From an optimization exercise on the open Yosys and OpenROAD flow, aimed at a short achievable clock period and few clock cycles; shortcuts taken in it are not production practice.
In this exercise RTL edits were held to simulation tests only and were not proved equivalent to the original.
No activity file was given, so power comes from the tool's default toggle rates.

Setup of main:
==> flow/design.v <==
package cpu_pkg;
    typedef logic [31:0] word_t;
    typedef logic [4:0]  reg_idx_t;
endpackage
`timescale 1ns/1ns
module slt32 (
    input  logic [31:0] a,
    input  logic [31:0] b,
    output logic        lt      
);
    logic [31:0] x, y;
    assign x = {~a[31], a[30:0]};
    assign y = {~b[31], b[30:0]};
    logic [31:0] l0, e0;
    logic [15:0] l1, e1;
    logic [7:0]  l2, e2;
    logic [3:0]  l3, e3;
    logic [1:0]  l4, e4;
    assign l0 = ~x & y;
    assign e0 = ~(x ^ y);
    genvar i;
    for (i = 0; i < 16; i++) begin : g1
        assign l1[i] = l0[2*i+1] | (e0[2*i+1] & l0[2*i]);
        assign e1[i] = e0[2*i+1] & e0[2*i];
    end
    for (i = 0; i < 8; i++) begin : g2
        assign l2[i] = l1[2*i+1] | (e1[2*i+1] & l1[2*i]);
        assign e2[i] = e1[2*i+1] & e1[2*i];
    end
    for (i = 0; i < 4; i++) begin : g3
        assign l3[i] = l2[2*i+1] | (e2[2*i+1] & l2[2*i]);
        assign e3[i] = e2[2*i+1] & e2[2*i];
    end
    for (i = 0; i < 2; i++) begin : g4
        assign l4[i] = l3[2*i+1] | (e3[2*i+1] & l3[2*i]);
        assign e4[i] = e3[2*i+1] & e3[2*i];
    end
    assign lt = l4[1] | (e4[1] & l4[0]);
endmodule
`timescale 1ns/1ns
module processor (
    input  logic           clock,
    input  logic           reset,
    output cpu_pkg::word_t address_imem,
    input  cpu_pkg::word_t q_imem,
    output cpu_pkg::word_t address_dmem,
    output cpu_pkg::word_t data,
    output logic           wren,
    input  cpu_pkg::word_t q_dmem,
    output logic             ctrl_writeEnable,
    output cpu_pkg::reg_idx_t ctrl_writeReg,
    output cpu_pkg::reg_idx_t ctrl_readRegA,
    output cpu_pkg::reg_idx_t ctrl_readRegB,
    output cpu_pkg::word_t    data_writeReg,
    input  cpu_pkg::word_t    data_readRegA,
    input  cpu_pkg::word_t    data_readRegB
);
    logic [31:0] pc, pc_q, alt_q;
    logic        rd_q;
    assign pc = rd_q ? alt_q : pc_q;
    logic        e_we;
    logic        e_wev, e_stv, e_brv;
    logic [4:0]  e_dest;
    logic        e_st, e_br, e_bne, e_pred, e_addi, e_dec, e_nz, e_pos, e_neg;
    logic        e_rld, e_rand, e_ror, e_rpass;
    logic [31:0] e_a, e_b, e_addr, e_pc1, e_imm;
    logic        e_fa;
    logic        e_rsum, e_cin;
    logic        w_we;
    logic [4:0]  w_dest;
    logic [31:0] w_res;
    logic [31:0] sum, other, res;
    logic [31:0] ins;
    logic [4:0]  op, rd, rs, rt, rb;
    logic        is_r, is_addi, is_lw, is_sw, is_bne, is_blt, is_j, is_jal, is_br, is_mem;
    logic [31:0] imm;
    assign ins     = q_imem;
    assign op      = ins[31:27];
    assign rd      = ins[26:22];
    assign rs      = ins[21:17];
    assign rt      = ins[16:12];
    assign imm     = {{15{ins[16]}}, ins[16:0]};
    assign is_r    = (op == 5'b00000);
    assign is_addi = (op == 5'b00101);
    assign is_lw   = (op == 5'b01000);
    assign is_sw   = (op == 5'b00111);
    assign is_bne  = (op == 5'b00010);
    assign is_blt  = (op == 5'b00110);
    assign is_j    = (op == 5'b00001);
    assign is_jal  = (op == 5'b00011);
    assign is_br   = is_bne | is_blt;
    assign is_mem  = is_lw | is_sw;
    assign rb      = ins[28] ? rd : rt;
    assign address_imem  = pc;
    assign ctrl_readRegA = rs;
    assign ctrl_readRegB = rb;
    logic        fd_we;
    logic [4:0]  fd_dest;
    assign fd_we   = ((is_r | is_addi | is_lw) && rd != 5'd0) || is_jal;
    assign fd_dest = is_jal ? 5'd31 : rd;
    logic        wfa, wfb, wf_rt, wf_rd, eha, ehb, eh_rt, eh_rd;
    logic [31:0] ra, rbv;
    assign wfa   = w_we && (w_dest == rs);
    assign wf_rt = w_we && (w_dest == rt);
    assign wf_rd = w_we && (w_dest == rd);
    assign wfb   = ins[28] ? wf_rd : wf_rt;
    assign ra    = wfa ? w_res : data_readRegA;
    assign rbv   = wfb ? w_res : data_readRegB;
    assign eha   = e_wev && (e_dest == rs);
    assign eh_rt = e_wev && (e_dest == rt);
    assign eh_rd = e_wev && (e_dest == rd);
    assign ehb   = ins[28] ? eh_rd : eh_rt;
    logic [31:0] pc1, br_target, fd_next, pc_next;
    logic        fd_resolved, fd_taken, take_br, stall, mispredict, kill;
    logic        is_shift;
    logic [31:0] sh_res;
    logic [31:0] alt1_q, pcq1;
    logic [32:0] bt_q;
    assign pcq1      = pc_q + 32'd1;
    assign pc1       = ({32{rd_q}} & alt1_q) | ({32{!rd_q}} & pcq1);
    assign bt_q      = {pc_q, 1'b1} + {imm, 1'b1};
    assign br_target = bt_q[32:1];
    assign fd_resolved = !(eha || eh_rd || wfa || wf_rd);
    assign fd_taken    = is_bne ? (data_readRegA != data_readRegB)
                                : ($signed(data_readRegB) < $signed(data_readRegA));
    logic pred;
    assign pred        = imm[31] || is_bne;
    logic        fuse_ok, fused_taken;
    assign fuse_ok     = e_wev && e_addi && !e_fa &&
                         ((rs == 5'd0 && rd == e_dest) || (rd == 5'd0 && rs == e_dest)) &&
                         (is_bne || (is_blt && e_dec));
    assign fused_taken = is_bne ? e_nz : ((rd == 5'd0) ? e_pos : e_neg);
    logic fd_ne, fd_lt, k_ne, k_lt, k_other;
    assign fd_ne   = (data_readRegA != data_readRegB);
    slt32 fd_cmp (.a(data_readRegB), .b(data_readRegA), .lt(fd_lt));
    assign k_ne    = is_bne && !rd_q && fd_resolved;
    assign k_lt    = is_blt && !rd_q && fd_resolved;
    assign k_other = is_br && !rd_q && !fd_resolved && (fuse_ok ? fused_taken : pred);
    assign take_br = (k_ne && fd_ne) || (k_lt && fd_lt) || k_other;
    assign stall = (is_mem && (eha || wfa)) || (is_shift && eha) || (rd_q && is_br);
    assign kill  = stall;
    logic [31:0] nbr_next;
    always_comb begin
        if (is_j || is_jal) begin
            nbr_next = {5'b0, ins[26:0]};
        end else if (stall) begin
            nbr_next = pc;
        end else begin
            nbr_next = pc1;
        end
    end
    assign fd_next = ({32{take_br}} & br_target) | ({32{!take_br}} & nbr_next);
    assign pc_next = fd_next;
    logic [31:0] addr_rf;
    assign addr_rf = data_readRegA + imm;
    logic [4:0] fn;
    logic       fn_add, fn_sub, fn_and, fn_or, fn_sll, fn_sra;
    assign fn     = ins[6:2];
    assign fn_add = is_r && fn == 5'd0;
    assign fn_sub = is_r && fn == 5'd1;
    assign fn_and = is_r && fn == 5'd2;
    assign fn_or  = is_r && fn == 5'd3;
    assign fn_sll = is_r && fn == 5'd4;
    assign fn_sra = is_r && fn == 5'd5;
    assign is_shift = fn_sll || fn_sra;
    logic [31:0] shl_rf, shr_rf, shl_w, shr_w;
    logic        sel_l, sel_r;
    assign shl_rf = data_readRegA << ins[11:7];
    assign shr_rf = 32'($signed(data_readRegA) >>> ins[11:7]);
    assign shl_w  = w_res << ins[11:7];
    assign shr_w  = 32'($signed(w_res) >>> ins[11:7]);
    assign sel_l  = (ins[6:2] == 5'd4);
    assign sel_r  = !sel_l;
    assign sh_res = ({32{!wfa && sel_l}} & shl_rf) | ({32{!wfa && sel_r}} & shr_rf) |
                    ({32{wfa && sel_l}} & shl_w) | ({32{wfa && sel_r}} & shr_w);
    logic fa_d, fb_d;
    assign fa_d = eha && !is_jal;
    assign fb_d = ehb && !is_addi && !is_jal;
    logic nz_rf, nz_w, pos_rf, pos_w, neg_rf, neg_w;
    assign nz_rf  = ((data_readRegA ^ imm) != {data_readRegA[30:0] | imm[30:0], 1'b0});
    assign nz_w   = ((w_res ^ imm) != {w_res[30:0] | imm[30:0], 1'b0});
    assign pos_rf = (!data_readRegA[31] && |data_readRegA[30:1]) || (data_readRegA[31] && ~|data_readRegA[30:0]);
    assign pos_w  = (!w_res[31] && |w_res[30:1]) || (w_res[31] && ~|w_res[30:0]);
    assign neg_rf = (data_readRegA[31] && |data_readRegA[30:0]) || ~|data_readRegA;
    assign neg_w  = (w_res[31] && |w_res[30:0]) || ~|w_res;
    always_ff @(posedge clock) begin
        if (reset) begin
            rd_q   <= 1'b1;
            e_we   <= 1'b0;
            e_st   <= 1'b0;
            e_br   <= 1'b0;
        end else begin
            rd_q   <= mispredict;
            e_we   <= fd_we && !kill;
            e_st   <= is_sw && !kill;
            e_br   <= is_br && !fd_resolved && !fuse_ok && !kill;
        end
    end
    always_ff @(posedge clock) begin
        pc_q   <= pc_next;
        e_addr <= addr_rf;
        alt_q  <= reset ? 32'd0 : e_alt;
        alt1_q <= reset ? 32'd1 : e_alt1;
        e_dest <= fd_dest;
        e_bne  <= is_bne;
        e_pred <= pred;
        e_addi <= is_addi;
        e_dec  <= (ins[16:0] == 17'h1ffff);
        e_nz   <= wfa ? nz_w : nz_rf;
        e_pos  <= wfa ? pos_w : pos_rf;
        e_neg  <= wfa ? neg_w : neg_rf;
        e_rsum <= fn_add || fn_sub || is_addi || is_jal;
        e_cin  <= fn_sub;
        e_rld  <= is_lw;
        e_rand <= fn_and;
        e_ror  <= fn_or;
        e_rpass <= is_shift;
        e_a    <= ({32{fa_d && e_rsum}} & sum) | ({32{fa_d && !e_rsum}} & other) |
                  ({32{!fa_d}} & (is_jal ? pc1 : (is_shift ? sh_res : ra)));
        e_b    <= ({32{fb_d && e_rsum}} & (sum ^ {32{fn_sub}})) |
                  ({32{fb_d && !e_rsum}} & (other ^ {32{fn_sub}})) |
                  ({32{!fb_d}} & (is_addi ? imm : (is_jal ? 32'd0 : (fn_sub ? ~rbv : rbv))));
        e_pc1  <= pc1;
        e_imm  <= imm;
        e_fa   <= fa_d;
    end
    logic [32:0] x;
    logic        taken_e, ne, lt;
    assign x   = {e_a, 1'b1} + {e_b, e_cin};
    assign sum = x[32:1];
    always_comb begin
        other = 32'd0;
        if (e_rld)  other = other | q_dmem;
        if (e_rand) other = other | (e_a & e_b);
        if (e_ror)  other = other | (e_a | e_b);
        if (e_rpass) other = other | e_a;
    end
    assign res = ({32{e_rsum}} & sum) | other;
    assign ne = (e_a != e_b);
    slt32 e_cmp (.a(e_b), .b(e_a), .lt(lt));
    assign taken_e    = e_bne ? ne : lt;
    assign e_wev      = e_we && !rd_q;
    assign e_stv      = e_st && !rd_q;
    assign e_brv      = e_br && !rd_q;
    assign mispredict = e_brv && (taken_e != e_pred);
    logic [31:0] e_alt, e_alt1, e_pc2;
    logic [32:0] e_bt, e_bt1;
    assign e_pc2  = e_pc1 + 32'd1;
    assign e_bt   = {1'b0, e_pc1} + {1'b0, e_imm};
    assign e_bt1  = {e_pc1, 1'b1} + {e_imm, 1'b1};
    assign e_alt  = e_pred ? e_pc1 : e_bt[31:0];
    assign e_alt1 = e_pred ? e_pc2 : e_bt1[32:1];
    assign address_dmem = e_addr;
    assign data         = e_b;
    assign wren         = e_stv;
    always_ff @(posedge clock) begin
        if (reset) begin
            w_we <= 1'b0;
        end else begin
            w_we <= e_wev;
        end
    end
    always_ff @(posedge clock) begin
        w_dest <= e_dest;
        w_res  <= res;
    end
    assign ctrl_writeEnable = w_we;
    assign ctrl_writeReg    = w_dest;
    assign data_writeReg    = w_res;
endmodule
export LEC_CHECK = 0
export ABC_CLOCK_PERIOD_IN_PS = 2500
export CAP_MARGIN = 20
export CORE_MARGIN = 2
export CORE_UTILIZATION = 40
export SETUP_SLACK_MARGIN = 2.5
export SLEW_MARGIN = 20
create_clock -name core_clock -period 5.5 [get_ports {clock}]
run.sh (not shown) runs the stock make flow with config.mk's settings and CLKGATE_MAP_FILE= SYNTH_SCRIPT=/design/flow/synth_recipe.tcl, a recipe that flattens the netlist after the stock synthesis.
Testbench counts of main, summed over its fixed seeds: cycles 27,913.
## Diff of input files: the feature branch against main
--- a/flow/design.v
+++ b/flow/design.v
@@ -61,9 +61,11 @@
     logic        e_we;
     logic        e_wev, e_stv, e_brv;
     logic [4:0]  e_dest;
     logic        e_st, e_br, e_bne, e_pred, e_addi, e_dec, e_nz, e_pos, e_neg;
-    logic        e_rld, e_rand, e_ror, e_rpass;
+    logic        e_rld, e_rand, e_ror, e_rsll, e_rsra;
+    logic [3:0]  e_sh0, e_sh1;
+    logic [1:0]  e_sh2;
     logic [31:0] e_a, e_b, e_addr, e_pc1, e_imm;
     logic        e_fa;
     logic        e_rsum, e_cin;
     logic        w_we;
@@ -112,9 +114,8 @@
     assign ehb   = ins[28] ? eh_rd : eh_rt;
     logic [31:0] pc1, br_target, fd_next, pc_next;
     logic        fd_resolved, fd_taken, take_br, stall, mispredict, kill;
     logic        is_shift;
-    logic [31:0] sh_res;
     logic [31:0] alt1_q, pcq1;
     logic [32:0] bt_q;
     assign pcq1      = pc_q + 32'd1;
     assign pc1       = ({32{rd_q}} & alt1_q) | ({32{!rd_q}} & pcq1);
@@ -136,9 +137,9 @@
     assign k_ne    = is_bne && !rd_q && fd_resolved;
     assign k_lt    = is_blt && !rd_q && fd_resolved;
     assign k_other = is_br && !rd_q && !fd_resolved && (fuse_ok ? fused_taken : pred);
     assign take_br = (k_ne && fd_ne) || (k_lt && fd_lt) || k_other;
-    assign stall = (is_mem && (eha || wfa)) || (is_shift && eha) || (rd_q && is_br);
+    assign stall = (is_mem && (eha || wfa)) || (rd_q && is_br);
     assign kill  = stall;
     logic [31:0] nbr_next;
     always_comb begin
         if (is_j || is_jal) begin
@@ -162,18 +163,8 @@
     assign fn_or  = is_r && fn == 5'd3;
     assign fn_sll = is_r && fn == 5'd4;
     assign fn_sra = is_r && fn == 5'd5;
     assign is_shift = fn_sll || fn_sra;
-    logic [31:0] shl_rf, shr_rf, shl_w, shr_w;
-    logic        sel_l, sel_r;
-    assign shl_rf = data_readRegA << ins[11:7];
-    assign shr_rf = 32'($signed(data_readRegA) >>> ins[11:7]);
-    assign shl_w  = w_res << ins[11:7];
-    assign shr_w  = 32'($signed(w_res) >>> ins[11:7]);
-    assign sel_l  = (ins[6:2] == 5'd4);
-    assign sel_r  = !sel_l;
-    assign sh_res = ({32{!wfa && sel_l}} & shl_rf) | ({32{!wfa && sel_r}} & shr_rf) |
-                    ({32{wfa && sel_l}} & shl_w) | ({32{wfa && sel_r}} & shr_w);
     logic fa_d, fb_d;
     assign fa_d = eha && !is_jal;
     assign fb_d = ehb && !is_addi && !is_jal;
     logic nz_rf, nz_w, pos_rf, pos_w, neg_rf, neg_w;
@@ -213,18 +204,33 @@
         e_cin  <= fn_sub;
         e_rld  <= is_lw;
         e_rand <= fn_and;
         e_ror  <= fn_or;
-        e_rpass <= is_shift;
+        e_rsll <= fn_sll;
+        e_rsra <= fn_sra;
+        e_sh0  <= 4'b0001 << ins[8:7];
+        e_sh1  <= 4'b0001 << ins[10:9];
+        e_sh2  <= {ins[11], !ins[11]};
         e_a    <= ({32{fa_d && e_rsum}} & sum) | ({32{fa_d && !e_rsum}} & other) |
-                  ({32{!fa_d}} & (is_jal ? pc1 : (is_shift ? sh_res : ra)));
+                  ({32{!fa_d}} & (is_jal ? pc1 : ra));
         e_b    <= ({32{fb_d && e_rsum}} & (sum ^ {32{fn_sub}})) |
                   ({32{fb_d && !e_rsum}} & (other ^ {32{fn_sub}})) |
                   ({32{!fb_d}} & (is_addi ? imm : (is_jal ? 32'd0 : (fn_sub ? ~rbv : rbv))));
         e_pc1  <= pc1;
         e_imm  <= imm;
         e_fa   <= fa_d;
     end
+    logic [31:0] l1, l2, shl, r1, r2, shr;
+    assign l1  = ({32{e_sh0[0]}} & e_a) | ({32{e_sh0[1]}} & (e_a << 1)) |
+                 ({32{e_sh0[2]}} & (e_a << 2)) | ({32{e_sh0[3]}} & (e_a << 3));
+    assign l2  = ({32{e_sh1[0]}} & l1) | ({32{e_sh1[1]}} & (l1 << 4)) |
+                 ({32{e_sh1[2]}} & (l1 << 8)) | ({32{e_sh1[3]}} & (l1 << 12));
+    assign shl = ({32{e_sh2[0]}} & l2) | ({32{e_sh2[1]}} & (l2 << 16));
+    assign r1  = ({32{e_sh0[0]}} & e_a) | ({32{e_sh0[1]}} & 32'($signed(e_a) >>> 1)) |
+                 ({32{e_sh0[2]}} & 32'($signed(e_a) >>> 2)) | ({32{e_sh0[3]}} & 32'($signed(e_a) >>> 3));
+    assign r2  = ({32{e_sh1[0]}} & r1) | ({32{e_sh1[1]}} & 32'($signed(r1) >>> 4)) |
+                 ({32{e_sh1[2]}} & 32'($signed(r1) >>> 8)) | ({32{e_sh1[3]}} & 32'($signed(r1) >>> 12));
+    assign shr = ({32{e_sh2[0]}} & r2) | ({32{e_sh2[1]}} & 32'($signed(r2) >>> 16));
     logic [32:0] x;
     logic        taken_e, ne, lt;
     assign x   = {e_a, 1'b1} + {e_b, e_cin};
     assign sum = x[32:1];
@@ -232,9 +238,10 @@
         other = 32'd0;
         if (e_rld)  other = other | q_dmem;
         if (e_rand) other = other | (e_a & e_b);
         if (e_ror)  other = other | (e_a | e_b);
-        if (e_rpass) other = other | e_a;
+        if (e_rsll) other = other | shl;
+        if (e_rsra) other = other | shr;
     end
     assign res = ({32{e_rsum}} & sum) | other;
     assign ne = (e_a != e_b);
     slt32 e_cmp (.a(e_b), .b(e_a), .lt(lt));
The feature branch vs main — design area dropped by more than 10%
Per the comparison of the feature branch with main, total vias in the final route now smaller, combinational group share of total power now sits lower, worst-path maximum fanout essentially unchanged, relative area change from synthesis to final layout now sits lower, setup slack now larger.
Re multiplexer share of the synthesized area: the feature branch is 10 points down on main.
Of the feature branch and main, the lower register share of the cell area belongs to main.
Wire length for the feature branch: 44000 microns down relative to main
Measured against the feature branch, the die height of main comes out at 1.07 times the reference value.
Testbench counts of the feature branch, summed over its fixed seeds: cycles 27,831.

[what the ideal ports hide]
How much do the figures lean on ideal ports? The routed layouts below were timed once more, with nothing changed but the port constraints.
Step 1 (the two cells are an assumption about what drives the block):
set clk [get_ports {clock}]
set_driving_cell -lib_cell sky130_fd_sc_hd__clkbuf_16 $clk
set_driving_cell -lib_cell sky130_fd_sc_hd__buf_2 [delete_from_list [all_inputs] $clk]
Step 2 moves the port delays by t, midway between the first and last clock arrival at a register: inputs arrive t later, outputs are due t later. That takes back most of the time a late clock gives input paths.
Three values: no drivers, after step 1, after step 2; two values: the first two.
run	t (ns)	setup WS [ns]	clock arrival spread, ns	worst data-port slew with drivers (ns)	cell pins on the clock port's net
main	0.641	2.152 / 2.012 / 1.371	0.021 / 0.021	0.31	1
the feature branch	0.650	2.185 / 2.160 / 1.510	0.040 / 0.040	0.24	1
After both steps every run listed still meets setup and hold. For main, which loses most, drivers alone change the setup slack by -0.140 ns; drivers and shift together by -0.781 ns.
